This is an optimization exercise on Yosys and OpenROAD, whose aim is small area and a short achievable clock period, not a production implementation.
Where RTL was checked, it was by simulation tests only, not by an equivalence proof against the original.
The clock port is modelled as an ideal driver; clocking choices that lean on that would not hold on a real chip.
Power is estimated from default activity; no workload was simulated.

## rvExecSlice
module rvExecSlice (
    input  logic        clk,
    input  logic        rstN,
    input  logic        instValid,
    input  logic [31:0] instWord,
    input  logic [31:0] pc,
    input  logic [31:0] rs1Data,
    input  logic [31:0] rs2Data,
    output logic        resValid,
    output logic [4:0]  resRd,
    output logic        resRegWrite,
    output logic [31:0] resWbValue,
    output logic        resMemRead,
    output logic        resMemWrite,
    output logic [31:0] resMemAddr,
    output logic [1:0]  resMemSize,
    output logic        resBranchTaken,
    output logic [31:0] resNextPc,
    output logic        resHalt
);
For scale: ~3000 cells after synthesis, roughly 350 flip-flops, ~240 I/O pins.
clock: 5.0 ns
lec_check: 0
abc_area: 1
cap_margin: 20
core_margin: 2
core_utilization: 40
cts_buf_list: sky130_fd_sc_hd__clkbuf_4 sky130_fd_sc_hd__clkbuf_8
setup_slack_margin: 2.5
slew_margin: 20
standard.sh (not shown) runs the stock make flow with config.mk's settings and CLKGATE_MAP_FILE= SYNTH_SCRIPT=/design/flow/synth_recipe.tcl, a recipe that flattens the netlist after the stock synthesis.
==> flow/flow/run.sh <==
#!/bin/bash
# standard layout, but ports buffered with buf_2 instead of the default delay buffer
bash standard.sh BUFFER_PORTS_ARGS="-buffer_cell sky130_fd_sc_hd__buf_2" finish > standard.log 2>&1
The first run finished with timing, DRC and antenna clean.
Change:
Settings changed: ABC_AREA 1 to unset, CTS_BUF_LIST sky130_fd_sc_hd__clkbuf_4 sky130_fd_sc_hd__clkbuf_8 to unset.
The new run completed with no timing, DRC or antenna violations.
Clock power fell by a few percent.
First-iteration DRC count fell by about a fifth.
Synthesized cell count fell by a quarter to a third.
Wire length fell by about a fifth.
Non-clock buffer count rose by 82.
Die area fell by a little under a tenth.
Synthesized area fell by roughly a tenth.
Maximum frequency fell by roughly a tenth.
Function was not checked in any run of this note: the RTL went through the layout flow alone.

========
Setup of alpha:
Another version of the RTL of rvExecSlice (not shown whole).
Size: roughly 340 flip-flops, ~18,000 um^2 of cells after synthesis.
clock: 5.0 ns
lec_check: 0
abc_area: 1
cap_margin: 20
core_margin: 2
core_utilization: 40
setup_slack_margin: 2.8
slew_margin: 20
==> flow/flow/run.sh <==
#!/bin/bash
# Standard ORFS layout with these changes:
#  - input ports are buffered with buf_1, output ports with buf_2 (after global
#    placement, flow/outbuf.tcl), instead of the default delay buffer
#  - the ABC area recipe (ABC_AREA=1) is replaced by flow/abc_area.script;
#    this only changes the mapping of combinational logic, the registers are
#    those of the standard synthesis
set -e
rm -rf scripts_abc
cp -r "$FLOW_HOME/scripts" scripts_abc
cp flow/abc_area.script scripts_abc/abc_area.script
bash standard.sh SCRIPTS_DIR="$PWD/scripts_abc" \
    BUFFER_PORTS_ARGS="-inputs -buffer_cell sky130_fd_sc_hd__buf_1" \
    POST_GLOBAL_PLACE_TCL="$PWD/flow/outbuf.tcl" finish > standard.log 2>&1
==> flow/flow/abc_area.script <==
strash
dch
map -B 0.5
topo
stime -c
buffer -c
upsize -c
dnsize -c
==> flow/flow/outbuf.tcl <==
# outputs get buf_2 port buffers; the inputs got buf_1 ones before global placement
buffer_ports -outputs -buffer_cell sky130_fd_sc_hd__buf_2
estimate_parasitics -placement
Modified inputs, beta compared to alpha
Settings: CTS_BUF_LIST: unset -> sky130_fd_sc_hd__clkbuf_16; CTS_CLUSTER_DIAMETER: unset -> 80; CTS_CLUSTER_SIZE: unset -> 24.
Notes after the runs:
Row fraction of area in multi-input gates: beta higher / alpha lower. Core utilization: beta lower than alpha. Any difference in routed wire length between alpha and beta is small enough to ignore. The via count reported for beta is lower than the one for alpha.
Input-level comparison between gamma and beta:
Settings: changing CTS_CLUSTER_SIZE from 24 to 30; changing CTS_CLUSTER_DIAMETER from 80 to 60; removing CTS_BUF_LIST (formerly sky130_fd_sc_hd__clkbuf_16); changing SETUP_SLACK_MARGIN from 2.8 to 2.5.
==> flow/flow/run.sh <==
#!/bin/bash
# Standard ORFS layout with two changes:
#  - ports are buffered with buf_2 instead of the default delay buffer
#  - the ABC area recipe (ABC_AREA=1) is replaced by flow/abc_area.script;
#    this only changes the mapping of combinational logic, the registers are
#    those of the standard synthesis
set -e
rm -rf scripts_abc
cp -r "$FLOW_HOME/scripts" scripts_abc
cp flow/abc_area.script scripts_abc/abc_area.script
bash standard.sh SCRIPTS_DIR="$PWD/scripts_abc" \
    BUFFER_PORTS_ARGS="-buffer_cell sky130_fd_sc_hd__buf_2" finish > standard.log 2>&1
removed: flow/flow/outbuf.tcl
## What came out
- Going from beta to gamma, area added between synthesis and finish has decreased; final area has decreased.
- Against beta, net switching power in gamma came out worse.
- Area enclosed by the die boundary: beta vs gamma identical
- In summary, gamma completed successfully, with a layout that passed the timing, design-rule and antenna checks.
Edits applied to the flow inputs when going from gamma to delta:
Settings: setting CTS_BUF_LIST to sky130_fd_sc_hd__clkbuf_16 for the first time; changing CTS_CLUSTER_DIAMETER from 60 to 80; changing CTS_CLUSTER_SIZE from 30 to 24; changing SETUP_SLACK_MARGIN from 2.5 to 2.8.
diff --git a/flow/flow/run.sh b/flow/flow/run.sh
--- a/flow/flow/run.sh
+++ b/flow/flow/run.sh
@@ -2,2 +2,3 @@
-# Standard ORFS layout with two changes:
-#  - ports are buffered with buf_2 instead of the default delay buffer
+# Standard ORFS layout with these changes:
+#  - input ports are buffered with buf_1, output ports with buf_2 (after global
+#    placement, flow/outbuf.tcl), instead of the default delay buffer
@@ -12 +13,2 @@
-    BUFFER_PORTS_ARGS="-buffer_cell sky130_fd_sc_hd__buf_2" finish > standard.log 2>&1
+    BUFFER_PORTS_ARGS="-inputs -buffer_cell sky130_fd_sc_hd__buf_1" \
+    POST_GLOBAL_PLACE_TCL="$PWD/flow/outbuf.tcl" PRE_CTS_TCL="$PWD/flow/recover.tcl" finish > standard.log 2>&1
==> flow/flow/outbuf.tcl (new file) <==
# outputs get buf_2 port buffers; the inputs got buf_1 ones before global placement
buffer_ports -outputs -buffer_cell sky130_fd_sc_hd__buf_2
estimate_parasitics -placement
==> flow/flow/recover.tcl (new file) <==
# before clock tree synthesis: size down gates off the critical paths; the
# repair_timing that follows CTS (with SETUP_SLACK_MARGIN) sizes up again
# whatever then misses the margin
estimate_parasitics -placement
repair_timing -recover_power 100
Findings:
Every run (gamma and delta) finished clean.
Highest routed metal layer: met5 -> gamma, met4 -> delta
Higher number of antenna diodes among gamma and delta: delta
Setup slack in delta is larger than in gamma.
Utilization was lower in gamma than in delta.
Looking at detailed-routed wire length on met3, delta sits about 12% above gamma.
Across both runs, post-route minimum period was lower for delta than for gamma.
delta has design area above what gamma had.
Taking gamma as the reference, in delta pre-CTS worst setup slack has decreased, power has decreased.
Side by side, part of the power in combinational logic turned out higher in delta than in gamma.
The run showing the smaller largest driver fanout on the critical path is gamma.
delta: final cycle utilization of the critical path is 4.7 points lower than what gamma reported.

separate check: timing with driven ports:
No port has a modelled driver above. Below, the same layouts with a new extraction and two added sets of constraints.
Step 1 (the two cells are an assumption about what drives the block):
set clk [get_ports {clk}]
set_driving_cell -lib_cell sky130_fd_sc_hd__clkbuf_16 $clk
set_driving_cell -lib_cell sky130_fd_sc_hd__buf_2 [delete_from_list [all_inputs] $clk]
Step 2 moves the port delays by t, midway between the first and last clock arrival at a register: inputs arrive t later, outputs are due t later. That takes back most of the time a late clock gives input paths.
Three values: no drivers, after step 1, after step 2; two values: the first two.
run | t, ns | setup slack, ns | hold WS [ns] | worst setup path after step 2 | latest minus earliest clock arrival (ns)
the first run of note 1 | 0.726 | 2.514 / 2.514 / 1.882 | 0.121 / 0.090 / 0.318 | input to register | 0.043 / 0.042
the second run of note 1 | 0.627 | 2.250 / 2.250 / 1.880 | 0.205 / 0.168 / 0.326 | input to register | 0.021 / 0.021
alpha | 0.621 | 2.764 / 2.764 / 2.343 | 0.241 / 0.209 / 0.320 | input to register | 0.025 / 0.025
beta | 0.619 | 2.782 / 2.782 / 2.333 | 0.235 / 0.202 / 0.333 | input to register | 0.035 / 0.035
gamma | 0.643 | 2.529 / 2.529 / 2.056 | 0.202 / 0.167 / 0.334 | input to register | 0.036 / 0.036
delta | 0.620 | 2.762 / 2.762 / 2.279 | 0.233 / 0.200 / 0.332 | input to register | 0.034 / 0.034
After both steps every run listed still meets setup and hold. For the first run of note 1, which loses most, drivers alone change the setup slack by 0.000 ns; drivers and shift together by -0.632 ns.
